What follows belongs to an exercise in optimizing a design on an open flow for small area and a short achievable clock period; a production flow would make more cautious choices.
Function was not checked in any run shown here: the RTL went through the layout flow alone.
Power and IR drop assume default switching activity.

==> flow/design.v <==
package note_pkg;
  localparam int DEF_SPAWN_Y = 0;
  localparam int DEF_HIT_Y   = 420;
  localparam int DEF_HIT_WIN = 16;
  localparam int DEF_LANES   = 4;
  localparam int DEF_LANE_W  = 2;
  localparam int DEF_POS_W   = 10;
endpackage
module note_slot_pick #(
  parameter int N = 40
) (
  input  logic [N-1:0] mask_i,
  output logic [N-1:0] onehot_o,
  output logic         found_o
);
  localparam int G  = 8;
  localparam int NG = (N + G - 1) / G;
  logic [NG*G-1:0] m;
  logic [NG*G-1:0] seen;      
  logic [NG-1:0]   gany;
  logic [NG:0]     gseen;
  always_comb begin
    m = '0;
    m[N-1:0] = mask_i;
    for (int g = 0; g < NG; g++) gany[g] = |m[g*G +: G];
    gseen[0] = 1'b0;
    for (int g = 0; g < NG; g++) gseen[g+1] = gseen[g] | gany[g];
    for (int g = 0; g < NG; g++) begin
      logic run;
      run = 1'b0;
      for (int i = 0; i < G; i++) begin
        seen[g*G+i] = gseen[g] | run;
        run = run | m[g*G+i];
      end
    end
    for (int i = 0; i < N; i++) onehot_o[i] = mask_i[i] & ~seen[i];
    found_o = gseen[NG];
  end
endmodule
module note_popcount20 (
  input  logic [19:0] x,
  output logic [4:0] y
);
  logic t1, t2, t3, t4, t5, t6, t7, t8, t9, t10, t11, t12, t13, t14, t15, t16, t17, t18, t19, t20, t21, t22, t23, t24, t25, t26, t27, t28, t29, t30, t31, t32, t33, t34, t35, t36;
  assign t1 = x[0] ^ x[1] ^ x[2];
  assign t2 = (x[0] & x[1]) | (x[0] & x[2]) | (x[1] & x[2]);
  assign t3 = x[3] ^ x[4] ^ x[5];
  assign t4 = (x[3] & x[4]) | (x[3] & x[5]) | (x[4] & x[5]);
  assign t5 = x[6] ^ x[7] ^ x[8];
  assign t6 = (x[6] & x[7]) | (x[6] & x[8]) | (x[7] & x[8]);
  assign t7 = x[9] ^ x[10] ^ x[11];
  assign t8 = (x[9] & x[10]) | (x[9] & x[11]) | (x[10] & x[11]);
  assign t9 = x[12] ^ x[13] ^ x[14];
  assign t10 = (x[12] & x[13]) | (x[12] & x[14]) | (x[13] & x[14]);
  assign t11 = x[15] ^ x[16] ^ x[17];
  assign t12 = (x[15] & x[16]) | (x[15] & x[17]) | (x[16] & x[17]);
  assign t13 = x[18] ^ x[19];
  assign t14 = x[18] & x[19];
  assign t15 = t1 ^ t3 ^ t5;
  assign t16 = (t1 & t3) | (t1 & t5) | (t3 & t5);
  assign t17 = t7 ^ t9 ^ t11;
  assign t18 = (t7 & t9) | (t7 & t11) | (t9 & t11);
  assign t19 = t2 ^ t4 ^ t6;
  assign t20 = (t2 & t4) | (t2 & t6) | (t4 & t6);
  assign t21 = t8 ^ t10 ^ t12;
  assign t22 = (t8 & t10) | (t8 & t12) | (t10 & t12);
  assign t23 = t15 ^ t17 ^ t13;
  assign t24 = (t15 & t17) | (t15 & t13) | (t17 & t13);
  assign t25 = t16 ^ t18 ^ t19;
  assign t26 = (t16 & t18) | (t16 & t19) | (t18 & t19);
  assign t27 = t21 ^ t14;
  assign t28 = t21 & t14;
  assign t29 = t24 ^ t25 ^ t27;
  assign t30 = (t24 & t25) | (t24 & t27) | (t25 & t27);
  assign t31 = t26 ^ t28 ^ t20;
  assign t32 = (t26 & t28) | (t26 & t20) | (t28 & t20);
  assign t33 = t30 ^ t31 ^ t22;
  assign t34 = (t30 & t31) | (t30 & t22) | (t31 & t22);
  assign t35 = t34 ^ t32;
  assign t36 = t34 & t32;
  assign y = {t36, t35, t33, t29, t23};
endmodule
module note_lane_scroller #(
  parameter  int LANES   = note_pkg::DEF_LANES,
  parameter  int SLOTS   = 40,
  parameter  int POS_W   = note_pkg::DEF_POS_W,
  parameter  int SPEED_W = 4,
  parameter  int SPAWN_Y = note_pkg::DEF_SPAWN_Y,
  parameter  int HIT_Y   = note_pkg::DEF_HIT_Y,
  parameter  int HIT_WIN = note_pkg::DEF_HIT_WIN,
  localparam int IDX_W   = $clog2(SLOTS),
  localparam int LANE_W  = $clog2(LANES),
  localparam int CNT_W   = $clog2(SLOTS + 1)
) (
  input  logic               clock,
  input  logic               reset_n,
  input  logic               tick,
  input  logic [SPEED_W-1:0] speed,
  input  logic               chart_valid,
  input  logic [LANES-1:0]   chart_lanes,
  output logic               chart_ready,
  input  logic [LANES-1:0]   strum,
  output logic [LANES-1:0]   hit,
  output logic [LANES-1:0]   miss,
  output logic [LANES-1:0]   bad_strum,
  input  logic [IDX_W-1:0]   rd_idx,
  output logic               rd_valid,
  output logic [LANE_W-1:0]  rd_lane,
  output logic [POS_W-1:0]   rd_pos,
  output logic [CNT_W-1:0]   active_count,
  output logic               overflow
);
  localparam int PW     = 9;
  localparam logic [8:0] P_OFS = 9'd11;
  localparam int CG     = 2;                    
  localparam int GS     = SLOTS / CG;
  localparam int GW     = $clog2(GS + 1);
  logic [SLOTS-1:0]             sv_q;
  logic [SLOTS-1:0][LANE_W-1:0] sl_q;
  logic [SLOTS-1:0][PW-1:0]     sp_q;
  logic              ready_q;
  logic [LANES-1:0]  pend_q;
  logic [LANES-1:0]  hit_q, miss_q, bad_q;
  logic [CNT_W-1:0]  base_q;
  logic [CG-1:0][GW-1:0] gone_q;
  logic              ovf_q;
  logic              rdv_q;
  logic [LANE_W-1:0] rdl_q;
  logic [PW-1:0]     rdp_q;
  logic [SLOTS-1:0]      inwin;
  logic [SLOTS-1:0][3:0] lane_oh;
  always_comb begin
    for (int s = 0; s < SLOTS; s++) begin
      inwin[s]   = sv_q[s] & sp_q[s][8] & sp_q[s][7] &
                   (sp_q[s][5] | (sp_q[s][4] & sp_q[s][3] & sp_q[s][2] & sp_q[s][1] & sp_q[s][0]));
      lane_oh[s] = 4'(1) << sl_q[s];
    end
  end
  localparam int NQ = 4;
  localparam int QS = SLOTS / NQ;
  logic [SLOTS-1:0]      alive [LANES];
  logic [SLOTS-1:0]      win   [LANES];
  logic [LANES-1:0]      found;
  logic [SLOTS-1:0]      strum_free;
  logic [NQ-1:0][5:0]    qmax  [LANES];
  logic [NQ-1:0]         qany  [LANES];
  logic [NQ-1:0]         qsel  [LANES];
  always_comb begin
    for (int l = 0; l < LANES; l++) begin
      for (int s = 0; s < SLOTS; s++) alive[l][s] = inwin[s] & lane_oh[s][l];
      found[l] = |alive[l];
      for (int q = 0; q < NQ; q++) begin
        qany[l][q] = |alive[l][q*QS +: QS];
        for (int b = 5; b >= 0; b--) begin
          logic any;
          any = 1'b0;
          for (int i = 0; i < QS; i++) any = any | (alive[l][q*QS+i] & sp_q[q*QS+i][b]);
          qmax[l][q][b] = any;
          for (int i = 0; i < QS; i++) alive[l][q*QS+i] = alive[l][q*QS+i] & (sp_q[q*QS+i][b] | ~any);
        end
      end
      begin
        logic b01, b23, bfin;
        logic [5:0] m01, m23;
        logic a01, a23;
        b01  = qany[l][1] & (~qany[l][0] | (qmax[l][1] > qmax[l][0]));
        m01  = b01 ? qmax[l][1] : qmax[l][0];
        a01  = qany[l][0] | qany[l][1];
        b23  = qany[l][3] & (~qany[l][2] | (qmax[l][3] > qmax[l][2]));
        m23  = b23 ? qmax[l][3] : qmax[l][2];
        a23  = qany[l][2] | qany[l][3];
        bfin = a23 & (~a01 | (m23 > m01));
        qsel[l][0] = ~bfin & ~b01;
        qsel[l][1] = ~bfin &  b01;
        qsel[l][2] =  bfin & ~b23;
        qsel[l][3] =  bfin &  b23;
      end
    end
  end
  for (genvar l = 0; l < LANES; l++) begin : g_pick
    for (genvar q = 0; q < NQ; q++) begin : g_q
      logic unused_found;
      logic [QS-1:0] oh;
      note_slot_pick #(.N(QS)) u_pick (
        .mask_i   (alive[l][q*QS +: QS]),
        .onehot_o (oh),
        .found_o  (unused_found)
      );
      assign win[l][q*QS +: QS] = oh & {QS{qsel[l][q]}};
    end
  end
  always_comb begin
    for (int s = 0; s < SLOTS; s++) begin
      strum_free[s] = 1'b0;
      for (int l = 0; l < LANES; l++) strum_free[s] = strum_free[s] | (strum[l] & win[l][s]);
    end
  end
  logic [SLOTS-1:0]  free_oh;
  logic              free_found;
  logic [LANES-1:0]  pend_oh;
  logic              pend_found;
  logic [LANE_W-1:0] pend_lane;
  logic [SLOTS-1:0]  alloc;
  note_slot_pick #(.N(SLOTS)) u_free (
    .mask_i   (~sv_q),
    .onehot_o (free_oh),
    .found_o  (free_found)
  );
  note_slot_pick #(.N(LANES)) u_pend (
    .mask_i   (pend_q),
    .onehot_o (pend_oh),
    .found_o  (pend_found)
  );
  assign pend_lane = {pend_oh[3] | pend_oh[2], pend_oh[3] | pend_oh[1]};
  assign alloc     = ready_q ? '0 : free_oh;
  logic [3:0]        step;
  logic [SLOTS-1:0]  over;
  logic [SLOTS-1:0]  sv_d;
  logic [LANES-1:0]  miss_d;
  logic [SLOTS-1:0][4:0] lo;
  assign step = tick ? speed : '0;
  logic [SLOTS-1:0] gone_l [LANES];
  always_comb begin
    for (int s = 0; s < SLOTS; s++) begin
      lo[s]   = {1'b0, sp_q[s][3:0]} + {1'b0, step};
      over[s] = sv_q[s] & (sp_q[s][8:4] == 5'd27) & lo[s][4];
      sv_d[s] = (sv_q[s] & ~strum_free[s] & ~over[s]) | alloc[s];
    end
    for (int l = 0; l < LANES; l++) begin
      for (int s = 0; s < SLOTS; s++) begin
        gone_l[l][s] = over[s] & lane_oh[s][l] & ~strum_free[s];
      end
      miss_d[l]  = |gone_l[l];
    end
  end
  always_ff @(posedge clock) begin
    for (int s = 0; s < SLOTS; s++) begin
      sp_q[s] <= alloc[s] ? PW'(SPAWN_Y) + P_OFS : {sp_q[s][8:4] + 5'(lo[s][4]), lo[s][3:0]};
      if (alloc[s]) sl_q[s] <= pend_lane;
    end
  end
  logic [SLOTS-1:0]      removed;
  logic [CG-1:0][GW-1:0] gone_d;
  logic [CNT_W-1:0]      count_now;
  logic [CNT_W-1:0]      base_d;
  assign removed = over | (sv_q & strum_free);
  for (genvar g = 0; g < CG; g++) begin : g_gone
    note_popcount20 u_pc (
      .x (removed[g*GS +: GS]),
      .y (gone_d[g])
    );
  end
  always_comb begin
    count_now = base_q;
    for (int g = 0; g < CG; g++) count_now = count_now - CNT_W'(gone_q[g]);
    base_d = count_now + CNT_W'(!ready_q && free_found);
  end
  logic [SLOTS-1:0]  rsel;
  logic              rdv_d;
  logic [LANE_W-1:0] rdl_d;
  logic [PW-1:0]     rdp_d;
  always_comb begin
    for (int s = 0; s < SLOTS; s++) rsel[s] = (rd_idx == IDX_W'(s));
    rdv_d = |(rsel & sv_q);
    for (int b = 0; b < LANE_W; b++) begin
      logic [SLOTS-1:0] col;
      for (int s = 0; s < SLOTS; s++) col[s] = rsel[s] & sl_q[s][b];
      rdl_d[b] = |col;
    end
    for (int b = 0; b < PW; b++) begin
      logic [SLOTS-1:0] col;
      for (int s = 0; s < SLOTS; s++) col[s] = rsel[s] & sp_q[s][b];
      rdp_d[b] = |col;
    end
  end
  always_ff @(posedge clock or negedge reset_n) begin
    if (!reset_n) begin
      sv_q    <= '0;
      ready_q <= 1'b1;
      pend_q  <= '0;
      hit_q   <= '0;
      miss_q  <= '0;
      bad_q   <= '0;
      base_q  <= '0;
      gone_q  <= '0;
      ovf_q   <= 1'b0;
      rdv_q   <= 1'b0;
    end else begin
      sv_q   <= sv_d;
      hit_q  <= strum & found;
      bad_q  <= strum & ~found;
      miss_q <= miss_d;
      base_q <= base_d;
      gone_q <= gone_d;
      rdv_q  <= rdv_d;
      if (ready_q) begin
        if (chart_valid && (chart_lanes != '0)) begin
          pend_q  <= chart_lanes;
          ready_q <= 1'b0;
        end
      end else begin
        if (!free_found) ovf_q <= 1'b1;
        pend_q <= pend_q & ~pend_oh;
        if ((pend_q & ~pend_oh) == '0) ready_q <= 1'b1;
      end
    end
  end
  always_ff @(posedge clock) begin
    rdl_q <= rdl_d;
    rdp_q <= rdp_d;
  end
  assign chart_ready  = ready_q;
  assign hit          = hit_q;
  assign miss         = miss_q;
  assign bad_strum    = bad_q;
  assign rd_valid     = rdv_q;
  assign rd_lane      = rdl_q;
  assign rd_pos       = {1'b0, rdp_q - P_OFS};
  assign active_count = count_now;
  assign overflow     = ovf_q;
endmodule
==> flow/flow/run.sh <==
#!/bin/bash
# Layout flow: the standard ORFS flow with three changes:
#  - synthesis maps the logic for area (ABC "map -a", no Yosys full-adder extraction); registers
#    are mapped exactly as in the standard synthesis;
#  - ports are buffered with sky130_fd_sc_hd__buf_2;
#  - the resizer's setup repair works toward a setup margin (flow/margin.txt), so that it
#    shortens the paths that set the achieved clock period. The clock and constraints are the standard flow's.
# Each step's full output goes to a log file in this folder.
set -euo pipefail
HERE=$(pwd)
FLOWDIR=$HERE/flow
MARGIN=$(cat $FLOWDIR/margin.txt)
sed -e "s|SYNTH_SCRIPT=[^ ]*|SYNTH_SCRIPT=$FLOWDIR/synth.tcl|" standard.sh > own_synth.sh
sed -e "s|\"\${@:-finish}\"|SETUP_SLACK_MARGIN=$MARGIN BUFFER_PORTS_ARGS=\"-buffer_cell sky130_fd_sc_hd__buf_2\" \"\${@:-finish}\"|" standard.sh > own_layout.sh
export CUSTOM_ABC_SCRIPT=$FLOWDIR/abc_area.script
bash own_synth.sh synth > flow_synth.log 2>&1
bash own_layout.sh > flow_layout.log 2>&1
==> flow/flow/abc_area.script <==
strash; dch; map -a
==> flow/flow/margin.txt <==
72
==> flow/flow/synth.tcl <==
proc synth {args} { yosys synth -nofsm -noshare {*}$args }
# Map combinational logic for area: use our own ABC script in place of the one ORFS picks.
proc abc {args} {
  set i [lsearch -exact $args -script]
  if { $i >= 0 } { lset args [expr {$i + 1}] $::env(CUSTOM_ABC_SCRIPT) }
  yosys abc {*}$args
}
# Leave adders to ABC instead of Yosys's full/half-adder cell extraction.
proc extract_fa {args} { }
source $::env(SCRIPTS_DIR)/synth.tcl
# left out here: clear keep_hierarchy, flatten, clean up, hide names made inside functions, write 1_2_yosys.v
==> flow/standard.sh <==
#!/bin/bash
# synth_recipe.tcl (not shown) runs the flow's synth.tcl, then flattens the netlist and writes it again
# the make line also repeats each setting of config.mk as NAME=value (left out here)
make -C /OpenROAD-flow-scripts/flow DESIGN_CONFIG=/design/flow/config.mk WORK_HOME=/design/flow/orfs CLKGATE_MAP_FILE= SYNTH_SCRIPT=/design/flow/synth_recipe.tcl "${@:-finish}"
==> flow/config.mk <==
export PLATFORM = sky130hd
export DESIGN_NAME = note_lane_scroller
export DESIGN_NICKNAME = note_lane_scroller
export VERILOG_FILES = /design/flow/design.v
export SDC_FILE = /design/flow/constraint.sdc
export NUM_CORES = 8
export LEC_CHECK = 0
export CAP_MARGIN = 20
export CORE_MARGIN = 2
export CORE_UTILIZATION = 45
export CTS_BUF_LIST = sky130_fd_sc_hd__clkbuf_8
export CTS_CLUSTER_SIZE = 30
export GPL_TIMING_DRIVEN = 0
export PLACE_DENSITY = 0.6
export SLEW_MARGIN = 20
==> flow/constraint.sdc <==
create_clock -name core_clock -period 95.0 [get_ports {clock}]
set_input_delay 19.0000 -clock core_clock [delete_from_list [all_inputs] [get_ports {clock}]]
set_output_delay 19.0000 -clock core_clock [all_outputs]
set_load 0.01 [all_outputs]
==> results of run 1 <==
## routing by layer
layer,vias up,share of wire,global-route usage
met1,28300,0.37,0.648
met5,-,0.00036,0.00473
met3,931,0.17,0.234
met2,4737,0.37,0.664
met4,14,0.088,0.364
li1,26200,-,-
## worst max-delay path: cells and delay by family
family                 cells  cell delay [ns]
AOI/OAI and AO/OA          3             1.84
and+or+nand+nor            4             1.51
buffers and inverters      3             1.27
## synth_stat cells (9+ instances only)
library cell / instances / share of area
clkinv_1: 1235 / 0.10
dfrtp_1: 74 / 0.041
xnor2_1: 44 / 0.0086
o311ai_0: 13 / 0.0025
o2111ai_1: 19 / 0.0037
nand3b_1: 13 / 0.0022
nor2_1: 1364 / 0.11
edfxtp_1: 80 / 0.054
a32oi_1: 15 / 0.0029
a2111oi_0: 29 / 0.0057
or2_2: 18 / 0.0025
a31oi_1: 34 / 0.0048
o221ai_1: 105 / 0.021
a211oi_1: 19 / 0.0032
nand2_1: 732 / 0.061
a2bb2oi_1: 9 / 0.0018
o211ai_1: 51 / 0.0086
nor4_1: 110 / 0.015
a22oi_1: 195 / 0.033
nor3_1: 472 / 0.053
a221oi_1: 82 / 0.016
o21a_1: 46 / 0.0077
nor3b_1: 31 / 0.0052
nand4_1: 105 / 0.015
o31ai_1: 44 / 0.0074
o21ai_0: 763 / 0.085
a21oi_1: 494 / 0.055
dfxtp_1: 371 / 0.17
o22ai_1: 218 / 0.030
nand3_1: 229 / 0.026
xor2_1: 113 / 0.022
o21bai_1: 75 / 0.013
## cell families (layout without fill, tap and decap cells)
family / count (synthesis) / after routing / synth area share
adder cells (fa/ha/maj): 1 / 1 / 0.000224
other: 1 / 15 / 0.0000838
flip-flops: 526 / 526 / 0.262
AO/OA/AOI/OAI: 2248 / 2248 / 0.309
AND/OR/NAND/NOR: 3075 / 3082 / 0.295
buffers and inverters: 1236 / 1550 / 0.104
XOR/XNOR: 157 / 157 / 0.0307
## power by group
group          switching (mW)  internal [mW]  total (mW)
Combinational           0.793          0.253        1.05
Sequential              0.206          0.332       0.537
Clock                   0.117          0.135       0.252
## state kept, by name, summed over array words and instances, names as in the netlist
signal   flops
sl_q        80
sv_q        40
rdl_q        2
bad_q        4
rdp_q        9
sp_q       360
ready_q      1
miss_q       4
rdv_q        1
ovf_q        1
pend_q       4
hit_q        4
gone_q      10
base_q       6
## worst max-delay path by stage
stage	to	cells past startpoint	slack, ns	start
2_1_floorplan	gone_q[7]	29	72.01	speed[1]
3_3_place_gp	gone_q[9]	17	68.22	strum[0]
3_5_place_dp	gone_q[9]	27	69.21	tick
4_1_cts	gone_q[9]	30	72.00	tick
5_1_grt	gone_q[4]	33	71.90	tick
6_report	miss_q[2]	10	71.83	strum[2]
## repair_timing
item	4_1_cts	5_1_grt
gates cloned	12	1
resized for setup	106	173
setup endpoints to repair	14	12
pin swaps	16	57
buffers inserted	17	36
## through the flow
stage          std cells  utilization  instance area [um^2]  power [mW]
2_1_floorplan       7244            -                 44800        1.02
3_3_place_gp        8584        0.474                 46700        1.44
3_5_place_dp        8601        0.479                 47100        1.45
4_1_cts             8815        0.510                 50200        1.72
5_1_grt             8856        0.521                 51300        1.89
6_report            8866        0.521                 51300        1.83
## area by class of cell
type,instances,area (um^2)
repair buffers,124,1140
plain buffers,1,7.51
diodes,14,35.0
fillers,10200,47100
clock inverters,61,469
multi-input cells,5489,29800
clock buffers,124,1710
well taps,1287,1610
repair inverters,5,109
flip-flops and latches,526,11700
inverters,1235,4760
==> reports/qor.txt, run 1 <==
Htree depth: 3
Root buf cell: clkbuf_8
Setup violations, final: 0
Clk slew on worst S/H paths: 0.06 ns
Maxcap violations: 0
Core outline area: 98400 um^2
Worst Max-Slew Pin Slew: 1.35 ns
Tcrit/Tclk final: 0.244
Synthesis-to-finish area growth: 14.8%
Syn Std Cell Area: 44700 um^2
Min Hold Slack: 0.467 ns
Worst r2r src: sp_q[243]
Clock Path Buffers: 3
Clock sink count: 526
Die extent in x: 319 um
RSZ-0062 raised after global routing: false
Vias in the first global route: 53500
Most frequent cells in the layout: 1286 x nor2_1, 1211 x clkinv_1, 758 x o21ai_0
FF-to-FF End: miss_q[2]
Crit path DAT: 23.66 ns
Pins Over Slew Limit: 0
DRC violations left: 0
Critical-path top delay cell: a2111oi_2
Routed wire length: 273000 um
DR pass1 iterations: 9
Later-pin clock latency in the skew report: 0.86 ns
Final Critical Period: 23.17 ns
Port bufs: 53
Ys async rst share: 0.143
Flop-to-flop setup slack: 76.16 ns
Initial Util: 0.454
Commonest non-fill, non-tap cell in the layout: nor2_1
Worst-path fanout max: 20
Crit path kind: in2reg
DR WL/cell: 30.7 um
Netlist cell types: 50
Row Count: 115
Syn_nets: 7266
EDFF count, synth: 80
Vias per std cell: 6.79
DRT iter0 DRCs: 9856
Most used cell, CP: nand4_1
Peak supply drop: 39.4 uV
Synth Flop Type: dfxtp_1
Antenna violations before repair: 15
Status: no timing/DRC/antenna violations
Final GP Congestion: 1.12
Yosys warns: 16
Largest net degree at the start of global routing: 51
Area of the die: 102000 um^2
CTS tree: done
Leak Pwr: 18.8 nW
Syn Area/Cell: 6.17 um^2
Pre-CTS WS: 69.21 ns
Final WS setup: 71.83 ns
Mapped Cells: 7244
Fmax: 0.0432 GHz
Hold Startpoint: sp_q[89]
Post-DRT Antenna Nets: 0
Hold_buf cts: 0
FF+latch count, synth: 526
Critical path required time: 95.49 ns
# IOs: 55
TritonCTS buffer count: 98
Fin Setup TNS: 0 ns
Clock Skew: 0.0433 ns
Delay of the slowest cell on the worst path: 0.76 ns
WHS Endpoint: sp_q[89]
R2R cell count: 56
Slew margin rel.: 0.0910
Post-DP HPWL: 211000 um
Hold Vio Cnt, Final: 0
Hold depth: 2
Crit path capture type: flip-flop
Die span in y: 319 um
First-pass GRT wire length: 374000 um
Min-Delay Path Class: reg2reg
P per Cell Area: 35.7 nW/um^2
Sequential share of the synthesized area: 0.262
Share of cells above drive strength 1: 0.0747
Crit path cell chain: clkbuf_4 > clkinv_4 > a2111oi_0 > nand4_1 > nand3_1 > clkinv_1 > a311oi_1 > nand4_1 > a2111oi_2 > nand4_1
CP startpoint kind: input port
Gr usage total: 0.508
Via count: 60200
Total gr overflow: 0
Final net count: 7502
==> run 2: changes to the inputs <==
--- a/flow/design.v
+++ b/flow/design.v
@@ -81,4 +81,61 @@
   assign y = {t36, t35, t33, t29, t23};
 endmodule
+module note_late (
+  input  logic              tick,
+  input  logic [3:0]        speed,
+  input  logic [3:0]        strum,
+  input  logic [5:0]        rd_idx,
+  input  logic [39:0]       sv,         
+  input  logic [39:0][1:0]  sl,         
+  input  logic [39:0][8:0]  sp,         
+  input  logic [39:0][3:0]  lane_oh,    
+  input  logic [39:0]       win_any,    
+  input  logic [39:0]       alloc,      
+  output logic [39:0]       sv_d,
+  output logic [39:0][8:0]  sp_d,
+  output logic [1:0][4:0]   gone,       
+  output logic [3:0]        miss_d,
+  output logic              rdv_d,
+  output logic [1:0]        rdl_d,
+  output logic [8:0]        rdp_d
+);
+  logic [3:0]  step;
+  logic [39:0] over, sf, removed;
+  assign step = tick ? speed : 4'd0;
+  always_comb begin
+    for (int s = 0; s < 40; s++) begin
+      logic [4:0] lo;
+      lo       = {1'b0, sp[s][3:0]} + {1'b0, step};
+      over[s]  = sv[s] & (((sp[s][8:4] == 5'd27) & (lo >= 5'd5)) |
+                          ((sp[s][8:4] == 5'd26) & (lo >= 5'd21)));
+      sf[s]    = sv[s] & win_any[s] & |(strum & lane_oh[s]);
+      removed[s] = over[s] | sf[s];
+      sv_d[s]  = (sv[s] & ~removed[s]) | alloc[s];
+      sp_d[s]  = alloc[s] ? 9'd0 : {sp[s][8:4] + 5'(lo[4]), lo[3:0]};
+    end
+    for (int l = 0; l < 4; l++) begin
+      logic [39:0] g;
+      for (int s = 0; s < 40; s++) g[s] = over[s] & ~sf[s] & lane_oh[s][l];
+      miss_d[l] = |g;
+    end
+  end
+  note_popcount20 u_pc0 (.x (removed[19:0]),  .y (gone[0]));
+  note_popcount20 u_pc1 (.x (removed[39:20]), .y (gone[1]));
+  logic [39:0] rsel;
+  always_comb begin
+    for (int s = 0; s < 40; s++) rsel[s] = (rd_idx == 6'(s));
+    rdv_d = |(rsel & sv);
+    for (int b = 0; b < 2; b++) begin
+      logic [39:0] col;
+      for (int s = 0; s < 40; s++) col[s] = rsel[s] & sl[s][b];
+      rdl_d[b] = |col;
+    end
+    for (int b = 0; b < 9; b++) begin
+      logic [39:0] col;
+      for (int s = 0; s < 40; s++) col[s] = rsel[s] & sp[s][b];
+      rdp_d[b] = |col;
+    end
+  end
+endmodule
 module note_lane_scroller #(
   parameter  int LANES   = note_pkg::DEF_LANES,
@@ -112,5 +169,4 @@
 );
   localparam int PW     = 9;
-  localparam logic [8:0] P_OFS = 9'd11;
   localparam int CG     = 2;                    
   localparam int GS     = SLOTS / CG;
@@ -133,5 +189,5 @@
     for (int s = 0; s < SLOTS; s++) begin
       inwin[s]   = sv_q[s] & sp_q[s][8] & sp_q[s][7] &
-                   (sp_q[s][5] | (sp_q[s][4] & sp_q[s][3] & sp_q[s][2] & sp_q[s][1] & sp_q[s][0]));
+                   (sp_q[s][5] | (sp_q[s][4] & (sp_q[s][3] | sp_q[s][2])));
       lane_oh[s] = 4'(1) << sl_q[s];
     end
@@ -142,5 +198,4 @@
   logic [SLOTS-1:0]      win   [LANES];
   logic [LANES-1:0]      found;
-  logic [SLOTS-1:0]      strum_free;
   logic [NQ-1:0][5:0]    qmax  [LANES];
   logic [NQ-1:0]         qany  [LANES];
@@ -190,10 +245,4 @@
     end
   end
-  always_comb begin
-    for (int s = 0; s < SLOTS; s++) begin
-      strum_free[s] = 1'b0;
-      for (int l = 0; l < LANES; l++) strum_free[s] = strum_free[s] | (strum[l] & win[l][s]);
-    end
-  end
   logic [SLOTS-1:0]  free_oh;
   logic              free_found;
@@ -214,41 +263,45 @@
   assign pend_lane = {pend_oh[3] | pend_oh[2], pend_oh[3] | pend_oh[1]};
   assign alloc     = ready_q ? '0 : free_oh;
-  logic [3:0]        step;
-  logic [SLOTS-1:0]  over;
-  logic [SLOTS-1:0]  sv_d;
-  logic [LANES-1:0]  miss_d;
-  logic [SLOTS-1:0][4:0] lo;
-  assign step = tick ? speed : '0;
-  logic [SLOTS-1:0] gone_l [LANES];
+  logic [SLOTS-1:0]          sv_d;
+  logic [SLOTS-1:0][PW-1:0]  sp_d;
+  logic [LANES-1:0]          miss_d;
+  logic [CG-1:0][GW-1:0]     gone_d;
+  logic [SLOTS-1:0]          win_any;
+  logic                      rdv_d;
+  logic [LANE_W-1:0]         rdl_d;
+  logic [PW-1:0]             rdp_d;
   always_comb begin
     for (int s = 0; s < SLOTS; s++) begin
-      lo[s]   = {1'b0, sp_q[s][3:0]} + {1'b0, step};
-      over[s] = sv_q[s] & (sp_q[s][8:4] == 5'd27) & lo[s][4];
-      sv_d[s] = (sv_q[s] & ~strum_free[s] & ~over[s]) | alloc[s];
-    end
-    for (int l = 0; l < LANES; l++) begin
-      for (int s = 0; s < SLOTS; s++) begin
-        gone_l[l][s] = over[s] & lane_oh[s][l] & ~strum_free[s];
-      end
-      miss_d[l]  = |gone_l[l];
+      win_any[s] = 1'b0;
+      for (int l = 0; l < LANES; l++) win_any[s] = win_any[s] | win[l][s];
     end
   end
+  note_late u_late (
+    .tick    (tick),
+    .speed   (speed),
+    .strum   (strum),
+    .rd_idx  (rd_idx),
+    .sv      (sv_q),
+    .sl      (sl_q),
+    .sp      (sp_q),
+    .lane_oh (lane_oh),
+    .win_any (win_any),
+    .alloc   (alloc),
+    .sv_d    (sv_d),
+    .sp_d    (sp_d),
+    .gone    (gone_d),
+    .miss_d  (miss_d),
+    .rdv_d   (rdv_d),
+    .rdl_d   (rdl_d),
+    .rdp_d   (rdp_d)
+  );
   always_ff @(posedge clock) begin
     for (int s = 0; s < SLOTS; s++) begin
-      sp_q[s] <= alloc[s] ? PW'(SPAWN_Y) + P_OFS : {sp_q[s][8:4] + 5'(lo[s][4]), lo[s][3:0]};
+      sp_q[s] <= sp_d[s];
       if (alloc[s]) sl_q[s] <= pend_lane;
     end
   end
-  logic [SLOTS-1:0]      removed;
-  logic [CG-1:0][GW-1:0] gone_d;
   logic [CNT_W-1:0]      count_now;
   logic [CNT_W-1:0]      base_d;
-  assign removed = over | (sv_q & strum_free);
-  for (genvar g = 0; g < CG; g++) begin : g_gone
-    note_popcount20 u_pc (
-      .x (removed[g*GS +: GS]),
-      .y (gone_d[g])
-    );
-  end
   always_comb begin
     count_now = base_q;
@@ -256,22 +309,4 @@
     base_d = count_now + CNT_W'(!ready_q && free_found);
   end
-  logic [SLOTS-1:0]  rsel;
-  logic              rdv_d;
-  logic [LANE_W-1:0] rdl_d;
-  logic [PW-1:0]     rdp_d;
-  always_comb begin
-    for (int s = 0; s < SLOTS; s++) rsel[s] = (rd_idx == IDX_W'(s));
-    rdv_d = |(rsel & sv_q);
-    for (int b = 0; b < LANE_W; b++) begin
-      logic [SLOTS-1:0] col;
-      for (int s = 0; s < SLOTS; s++) col[s] = rsel[s] & sl_q[s][b];
-      rdl_d[b] = |col;
-    end
-    for (int b = 0; b < PW; b++) begin
-      logic [SLOTS-1:0] col;
-      for (int s = 0; s < SLOTS; s++) col[s] = rsel[s] & sp_q[s][b];
-      rdp_d[b] = |col;
-    end
-  end
   always_ff @(posedge clock or negedge reset_n) begin
     if (!reset_n) begin
@@ -316,5 +351,5 @@
   assign rd_valid     = rdv_q;
   assign rd_lane      = rdl_q;
-  assign rd_pos       = {1'b0, rdp_q - P_OFS};
+  assign rd_pos       = {1'b0, rdp_q};
   assign active_count = count_now;
   assign overflow     = ovf_q;
--- a/flow/flow/run.sh
+++ b/flow/flow/run.sh
@@ -1,5 +1,6 @@
 #!/bin/bash
 # Layout flow: the standard ORFS flow with three changes:
-#  - synthesis maps the logic for area (ABC "map -a", no Yosys full-adder extraction); registers
+#  - synthesis maps the logic for area (ABC "map -a", no Yosys full-adder extraction), except the
+#    module note_late (logic after the late inputs), which is mapped for delay; registers
 #    are mapped exactly as in the standard synthesis;
 #  - ports are buffered with sky130_fd_sc_hd__buf_2;
@@ -14,4 +15,5 @@
 sed -e "s|\"\${@:-finish}\"|SETUP_SLACK_MARGIN=$MARGIN BUFFER_PORTS_ARGS=\"-buffer_cell sky130_fd_sc_hd__buf_2\" \"\${@:-finish}\"|" standard.sh > own_layout.sh
 export CUSTOM_ABC_SCRIPT=$FLOWDIR/abc_area.script
+export CUSTOM_ABC_SCRIPT_LATE=$FLOWDIR/abc_late.script
 bash own_synth.sh synth > flow_synth.log 2>&1
 bash own_layout.sh > flow_layout.log 2>&1
==> flow/flow/abc_late.script (new file) <==
strash; dch; map
==> flow/flow/synth.tcl (replaced) <==
# The standard flow's synthesis script (synth_recipe.tcl) with the logic mapped for area: ABC runs our own
# script, Yosys's full/half-adder extraction is skipped, and the combinational module note_late
# (the logic after the late inputs) is kept apart until mapping and mapped with a delay script.
# Registers are all in the top module and are mapped exactly as in the standard synthesis.
proc synth {args} {
  if { ![info exists ::late_kept] } {
    set ::late_kept 1
    catch { yosys setattr -mod -set keep_hierarchy 1 note_late }
  }
  yosys synth -nofsm -noshare {*}$args
}
proc abc {args} {
  set i [lsearch -exact $args -script]
  set top_args $args
  set late_args $args
  if { $i >= 0 } {
    lset top_args [expr {$i + 1}] $::env(CUSTOM_ABC_SCRIPT)
    lset late_args [expr {$i + 1}] $::env(CUSTOM_ABC_SCRIPT_LATE)
  }
  yosys abc {*}$top_args $::env(DESIGN_NAME)
  catch { yosys abc {*}$late_args note_late }
}
proc extract_fa {args} { }
source $::env(SCRIPTS_DIR)/synth.tcl
# left out here: clear keep_hierarchy, flatten, clean up, hide names made inside functions, write 1_2_yosys.v
==> run 2 against run 1 <==
Compared with the run above:
- global-route usage decreased by 0.24 points
- routed wire length increased by 9.8%
- worst setup slack got worse by 0.078 ns
- critical path type unchanged
- critical endpoint unchanged
==> reports/qor.txt, run 2 <==
Status: no timing/DRC/antenna violations
DR WL/cell: 29.9 um (-2.9%)
Min Hold Slack: 0.478 ns (+0.0108 ns)
DRC violations left: 0 (unchanged)
Top post-synthesis cells by area: dfxtp_1 15%, nand2_1 10%, clkinv_1 9.7%
DRT iter0 DRCs: 10200 (+3.4%)
CTS tree: done
Sequential share of the synthesized area: 0.235 (-0.0270)
Final Instance Area: 55600 um^2 (+8.3%)
# IOs: 55 (unchanged)
Synth Area in Compound Gates: 0.345 (+0.0365)
Pins Over Slew Limit: 0 (unchanged)
CP startpoint kind: input port
Largest net degree at the start of global routing: 60 (+18%)
TritonCTS buffer count: 97 (-1.0%)
Slew margin rel.: 0.108 (+0.0174)
FF-to-FF End: gone_q[3]
Synth top area share: 0.149 (-0.0171)
Gr usage total: 0.506 (-0.00238)
Worst r2r src: sp_q[86]
Later-pin clock latency in the skew report: 0.87 ns (about the same)
R2R cell count: 64 (+14%)
Main combinational cell family by area after synthesis: compound AO/OA/AOI/OAI gates
Htree depth: 3 (unchanged)
Hold_buf cts: 0 (unchanged)
Flop-to-flop setup slack: 76.42 ns (+0.26 ns)
FF+latch count, synth: 526 (unchanged)
Port bufs: 53 (unchanged)
Core outline area: 110000 um^2 (+12%)
Crit path DAT: 23.81 ns (+0.15 ns)
Most common cell in the netlist: nand2_1
Post-DRT Antenna Nets: 0 (unchanged)
Share of power burned in registers: 0.303 (+0.010)
Clock Skew: 0.0664 ns (+0.0231 ns)
Logic pwr share: 0.564 (-0.006)
Yosys warns: 15 (-1)
Leak Pwr: 21.4 nW (+14%)
Total gr overflow: 0 (unchanged)
Final GP Congestion: 1.16 (+3.3%)
Share of cells above drive strength 1: 0.0582 (-0.0165)
Crit path capture type: flip-flop
Switching fraction of total power: 0.620 (+0.0118)
Worst Max-Slew Pin Slew: 1.32 ns (-0.0258 ns)
Net switching power figure: 1.22 mW (+9.7%)
RSZ-0062 raised after global routing: false
Synth Flop Type: dfxtp_1
Fin Setup TNS: 0 ns (unchanged)
Area of the die: 113000 um^2 (+11%)
Placed Area: 52900 um^2 (+12%)
Fmax: 0.0430 GHz (-0.33%)
Top flop regs: sp_q: 360 flops, sl_q: 80 flops, sv_q: 40 flops
Synthesis-to-finish area growth: 11.5%
Maxcap violations: 0 (unchanged)
Synth Area in Adders: 0.000602 (+0.000378)
Most frequent cells in the layout: 1360 x nand2_1, 1287 x clkinv_1, 1047 x nor2_1
Worst-path fanout max: 47 (+140%)
Die extent in x: 337 um (+5.5%)
Tcrit/Tclk final: 0.245 (+0.000816)
DR pass1 iterations: 9 (unchanged)
P per Cell Area: 35.5 nW/um^2 (-0.67%)
Routed wire length: 299000 um (+9.8%)
Synth Area in XOR/XNOR: 0.00808 (-0.0227)
Crit path kind: in2reg
Syn Area/Cell: 6.06 um^2 (-1.9%)
Final Critical Period: 23.25 ns (+0.0775 ns)
Internal power: 0.751 mW (+4.4%)
Top cell type by total area after synthesis: dfxtp_1
Via count: 68200 (+13%)
Leading cell types by count after synthesis: 1365 x nand2_1, 1285 x clkinv_1, 1060 x nor2_1
EDFF count, synth: 80 (unchanged)
Die span in y: 337 um (+5.5%)
Number of flip-flops in the largest register: 360 (unchanged)
Part of the power in the clock network: 0.133 (-0.004)
Hold Startpoint: ovf_q
Vias per std cell: 6.80 (+0.19%)
Commonest non-fill, non-tap cell in the layout: nand2_1
Simple-gate share of the synthesized area: 0.313 (+0.0181)
Netlist cell types: 57 (+14%)
Syn Std Cell Area: 49900 um^2 (+11%)
Hold Vio Cnt, Final: 0 (unchanged)
First-pass GRT wire length: 417000 um (+11%)
Clock Path Buffers: 3 (unchanged)
Vias in the first global route: 61300 (+15%)
Peak supply drop: 27.2 uV (-31%)
Final net count: 8460 (+13%)
Clock sink count: 526 (unchanged)
Root buf cell: clkbuf_8
Clk slew on worst S/H paths: 0.06 ns (about the same)
Mapped Cells: 8234 (+14%)
Critical path required time: 95.56 ns (+0.07 ns)
Post-synthesis mux area share: 0 (unchanged)
Syn_nets: 8256 (+14%)
Biggest register: sp_q
WHS Endpoint: ovf_q
Min-Delay Path Class: reg2reg
Hold depth: 1 (-1)
Initial Util: 0.452 (-0.00201)
Antenna violations before repair: 22 (+7)
Row Count: 122 (+6.1%)
Total Power: 1.97 mW (+7.6%)
Ys async rst share: 0.143 (unchanged)
Post-DP HPWL: 240000 um (+13%)
Setup violations, final: 0 (unchanged)
## run 2: per-module statistics from Yosys (local to each module, per instance)
| module | cell area (um^2) | flops+latches | copies in the design |
|---|---|---|---|
| note_lane_scroller | 30200 | 526 | 1 |
| note_late | 19600 | 0 | 1 |
## run 2: worst max-delay path: stages
cell and delay (ns):
buf_6 0.29, buf_16 0.27, nand2_8 0.26, buf_16 0.27
nand2_1 0.16, nand2_1 0.09, o211ai_1 0.12, nand2_1 0.09
nand2_1 0.08, nand4_1 0.17, nand2_1 0.14, nor2_1 0.22
a22o_2 0.33, a221oi_1 0.33, nand3_1 0.32, a2111oi_0 0.84
nand4_1 0.54
## run 2: through the flow
stage / utilization / cells / setup WS, ns
2_1_floorplan: - / 8234 / 72.09
3_3_place_gp: 0.472 / 9775 / 63.57
3_5_place_dp: 0.480 / 9814 / 70.03
4_1_cts: 0.502 / 10000 / 72.01
5_1_grt: 0.504 / 10000 / 72.00
6_report: 0.505 / 10000 / 71.75
## run 2: final cells by class
class,instances,area [um^2]
Antenna cell,7,17.5
Buffer,11,82.6
Clock buffer,118,1620
Clock inverter,66,614
Fill cell,11500,54600
Inverter,1285,4830
Multi-Input combinational cell,6414,33900
Sequential cell,526,11700
Tap cell,1488,1860
Timing Repair Buffer,103,993
## run 2: logic make-up (layout without fill, tap and decap cells)
logic type	Yosys count	count (layout)
AO/OA/AOI/OAI	2784	2784
adder cells (fa/ha/maj)	3	3
XOR/XNOR	42	42
flip-flops	526	526
other	1	8
AND/OR/NAND/NOR	3582	3584
buffers and inverters	1296	1583
## run 2: power groups by stage
| stage | clock network (mW) | registers [mW] | logic [mW] |
|---|---|---|---|
| 6_report | 0.263 | 0.598 | 1.11 |
| 5_1_grt | 0.271 | 0.595 | 1.18 |
| 4_1_cts | 0.260 | 0.571 | 1.04 |
| 3_5_place_dp | 0 | 0.575 | 1.03 |
| 3_3_place_gp | 0 | 0.573 | 1.00 |
| 2_1_floorplan | 0 | 0.456 | 0.645 |
## run 2: worst max-delay path by stage
| stage | startpoint | end | slack, ns | depth (start not counted) |
|---|---|---|---|---|
| after global placement | tick | gone_q[4] | 63.57 | 19 |
| after global routing | speed[2] | gone_q[9] | 72.00 | 22 |
| after floorplan | speed[2] | gone_q[2] | 72.09 | 16 |
| final | speed[2] | miss_q[2] | 71.75 | 17 |
| after detailed placement | tick | gone_q[4] | 70.03 | 20 |
| after CTS | speed[2] | gone_q[7] | 72.01 | 20 |
## run 2: repair_timing
action                                  4_1_cts  5_1_grt
resized for setup                            18       37
gates cloned                                  2        3
pin swaps                                     2        6
endpoints found under the setup margin       11       10
setup buffers                                 1        5
## run 2: routing by layer
layer | wire, um | global-route usage | vias to the layer above
met5 | 49 | 0 | -
met4 | 33900 | 0.468 | 8
met3 | 39600 | 0.156 | 1414
met2 | 121000 | 0.747 | 5202
met1 | 104000 | 0.583 | 31400
li1 | - | - | 30100
==> run 3: changes to the inputs <==
==> flow/flow/margin.txt (replaced) <==
73.5
==> run 3 against run 2 <==
Compared with the run above:
- still clean on timing, DRC and antenna
- clock power about the same
- sequential cell count unchanged
- final cell count increased by 1.8%
- synthesized area stayed put
- synthesized cell count unchanged
- clock-buffer cell count increased by 5
- maximum frequency increased by 5.4%
- sequential share of layout area decreased by 1.6 points
- sequential power hardly changed
- critical path type unchanged
- largest power group unchanged
==> reports/qor.txt, run 3 <==
Fillcell total: 11000 (-4.8%)
Clock Path Buffers: 3 (unchanged)
Delay of the slowest cell on the worst path: 0.35 ns (-0.49 ns)
Gr usage total: 0.542 (+0.0358)
Mapped Cells: 8234 (unchanged)
Simple-gate share of the synthesized area: 0.313 (unchanged)
Final Instance Area: 60300 um^2 (+8.4%)
Most frequent cells in the layout: 1296 x nand2_1, 1276 x clkinv_1, 999 x nor2_1
Number of flip-flops in the largest register: 360 (unchanged)
Largest net degree at the start of global routing: 57 (-5.0%)
# IOs: 55 (unchanged)
Total Power: 2.06 mW (+4.6%)
Slew margin rel.: 0.109 (+0.000380)
Synth Area in Adders: 0.000602 (unchanged)
Syn_nets: 8256 (unchanged)
Maxcap violations: 0 (unchanged)
DR WL/cell: 31.7 um (+6.1%)
Top post-synthesis cells by area: dfxtp_1 15%, nand2_1 10%, clkinv_1 9.7%
Biggest register: sp_q
Post-DRT Antenna Nets: 0 (unchanged)
Leak Pwr: 23.2 nW (+8.2%)
Total gr overflow: 0 (unchanged)
Die span in y: 337 um (unchanged)
Later-pin clock latency in the skew report: 0.92 ns (+0.05 ns)
FF+latch count, synth: 526 (unchanged)
Initial Util: 0.452 (unchanged)
Hold Vio Cnt, Final: 0 (unchanged)
Final GP Congestion: 1.16 (-0.49%)
Via count: 70400 (+3.4%)
Clock sink count: 526 (unchanged)
Post-synthesis mux area share: 0 (unchanged)
Worst path top cell family by delay: compound AO/OA/AOI/OAI gates
Vias in the first global route: 62500 (+1.9%)
Core outline area: 110000 um^2 (unchanged)
Status: no timing/DRC/antenna violations
RSZ-0062 raised after global routing: true
Share of cells above drive strength 1: 0.117 (+0.0593)
Ys async rst share: 0.143 (unchanged)
Worst Max-Slew Pin Slew: 1.32 ns (-0.000565 ns)
Synthesis-to-finish area growth: 20.9%
Commonest non-fill, non-tap cell in the layout: nand2_1
Setup violations, final: 0 (unchanged)
DRT iter0 DRCs: 11700 (+15%)
Synth Flop Type: dfxtp_1
Main combinational cell family by area after synthesis: compound AO/OA/AOI/OAI gates
First-pass GRT wire length: 442000 um (+6.0%)
Fmax: 0.0453 GHz (+5.4%)
Crit path capture type: flip-flop
DR pass1 iterations: 11 (+2)
WP buf/inv: 6 (+3)
Port bufs: 53 (unchanged)
EDFF count, synth: 80 (unchanged)
Tcrit/Tclk final: 0.232 (-0.0124)
Antenna violations before repair: 29 (+32%)
P per Cell Area: 34.3 nW/um^2 (-3.5%)
Area of the die: 113000 um^2 (unchanged)
Placed Area: 53100 um^2 (+0.37%)
Yosys warns: 15 (unchanged)
Sequential share of the synthesized area: 0.235 (unchanged)
Peak supply drop: 27.2 uV (+0.22%)
Final Critical Period: 22.07 ns (-1.18 ns)
Vias per std cell: 6.91 (+1.5%)
Clk slew on worst S/H paths: 0.06 ns (about the same)
Critical-path top delay cell: a21oi_2
Crit path DAT: 22.85 ns (-0.96 ns)
CTS tree: done
Critical path required time: 95.78 ns (+0.22 ns)
Row Count: 122 (unchanged)
Crit path kind: in2reg
Htree depth: 3 (unchanged)
Pins Over Slew Limit: 0 (unchanged)
Min-Delay Path Class: reg2reg
Netlist cell types: 57 (unchanged)
Fin Setup TNS: 0 ns (unchanged)
Syn Std Cell Area: 49900 um^2 (unchanged)
Clock Skew: 0.130 ns (+0.0632 ns)
Inst Count DP: 9816 (+0.020%)
Routed wire length: 323000 um (+8.1%)
Synth top area share: 0.149 (unchanged)
Crit path cell chain: buf_16 > buf_16 > buf_16 > nand3_2 > o211ai_1 > nand2_1 > nand2_1 > o2111ai_2 > a21oi_2 > buf_4 > o21ai_2 > o2bb2ai_2 > nand4_1 > nand3_2 > nand3_2 > buf_4 > o2bb2ai_2 > nand3_1 > nand3_2 > o21ai_1 > a21oi_2 > buf_4
Syn Area/Cell: 6.06 um^2 (unchanged)
Worst-path fanout max: 8 (-83%)
Final net count: 8635 (+2.1%)
Most used cell, CP: nand3_2
Synth Area in XOR/XNOR: 0.00808 (unchanged)
Die extent in x: 337 um (unchanged)
Post-DP HPWL: 234000 um (-2.2%)
CP startpoint kind: input port
Final non-filler cell total: 10200 (+1.8%)
Top cell type by total area after synthesis: dfxtp_1
Most common cell in the netlist: nand2_1
DRC violations left: 0 (unchanged)
TritonCTS buffer count: 99 (+2.1%)
Root buf cell: clkbuf_8
Top flop regs: sp_q: 360 flops, sl_q: 80 flops, sv_q: 40 flops
Leading cell types by count after synthesis: 1365 x nand2_1, 1285 x clkinv_1, 1060 x nor2_1
Synth Area in Compound Gates: 0.345 (unchanged)
## run 3: cell families after synthesis
group | Yosys count
buffers and inverters | 1296
DFF | 526
and+or+nand+nor | 3582
other | 1
adders and majority gates | 3
AOI/OAI and AO/OA | 2784
xor gates and xnor gates | 42
## run 3: where the power goes
part	internal, mW	switching [mW]	total, mW
Combinational	0.318	0.882	1.20
Clock	0.145	0.120	0.264
Sequential	0.331	0.270	0.601
## run 3: through the flow
stage	hold slack, ns	util	setup slack (ns)
after floorplan	0.453	-	73.37
after global placement	0.454	0.474	66.26
after detailed placement	0.461	0.482	70.27
after CTS	0.483	0.532	73.09
after global routing	0.517	0.547	72.93
final	0.493	0.547	72.93
## run 3: path summary, 6_finish.rpt
check,start,endpoint,slack (ns),cells after the start
max,tick,gone_q[9],72.93,22
min,sp_q[233],sp_q[233],0.49,2
max reg2reg,sp_q[174],gone_q[9],77.57,61
min reg2reg,sp_q[233],sp_q[233],0.49,2
max in group asynchronous,reset_n,sv_q[6],76.11,2
min in group asynchronous,reset_n,sv_q[18],18.10,1
## run 3: area by class of cell
type / instances / area (um^2) / share of cell area
Sequential cell: 526 / 11700 / 0.194
Timing Repair Buffer: 261 / 3000 / 0.0498
Multi-Input combinational cell: 6427 / 36400 / 0.604
Clock inverter: 63 / 567 / 0.00940
Clock buffer: 123 / 1690 / 0.0281
Inverter: 1285 / 4870 / 0.0808
Tap cell: 1488 / 1860 / 0.0309
Buffer: 11 / 90.1 / 0.00149
Antenna cell: 15 / 37.5 / 0.000623
Timing Repair inverter: 2 / 60.1 / 0.000996
## run 3: Yosys stat by module, one instance, submodules excluded
module | area (um^2) | times used
note_lane_scroller | 30200 | 1
note_late | 19600 | 1
## run 3: metal layers
layer  part of all wire  global-route usage
met2               0.39               0.770
met1               0.33               0.606
met3               0.15               0.221
met4               0.12               0.523
met5             0.0012              0.0123
## run 3: what timing repair did
item	4_1_cts	5_1_grt
endpoints found under the setup margin	34	27
buffers inserted	93	53
hold buffers	0	0
gates resized for setup	372	219
cloned	33	4
pin swaps	89	95
## run 3: worst reg2reg max path: cells and delay by family (launching register included)
| family | cells | cell delay (ns) |
|---|---|---|
| simple gates | 27 | 7.46 |
| compound gates | 23 | 5.94 |
| flops | 1 | 0.49 |
| buf+inv | 11 | 3.49 |

[what the ideal ports hide]
How much do the figures lean on ideal ports? The routed layouts below were timed once more, with nothing changed but the port constraints.
Step 1 sets driving cells, clkbuf_16 on the clock port and buf_2 on the other inputs (assumed; they add their load-dependent delay and slew).
Step 2 moves the port delays by t, midway between the first and last clock arrival at a register: inputs arrive t later, outputs are due t later. That takes back most of the time a late clock gives input paths.
Slacks: ideal ports / drivers / drivers and shift; pairs: ideal ports / drivers.
run	t, ns	setup slack, ns	worst slew at a driven data input, ns
run 1	0.913	71.828 / 71.882 / 70.969	0.09
run 2	0.918	71.750 / 71.789 / 70.871	0.10
run 3	0.938	72.931 / 72.707 / 71.768	0.34
After both steps setup and hold are still met in every run listed. For run 3, which loses most, drivers alone change the setup slack by -0.224 ns; drivers and shift together by -1.163 ns.
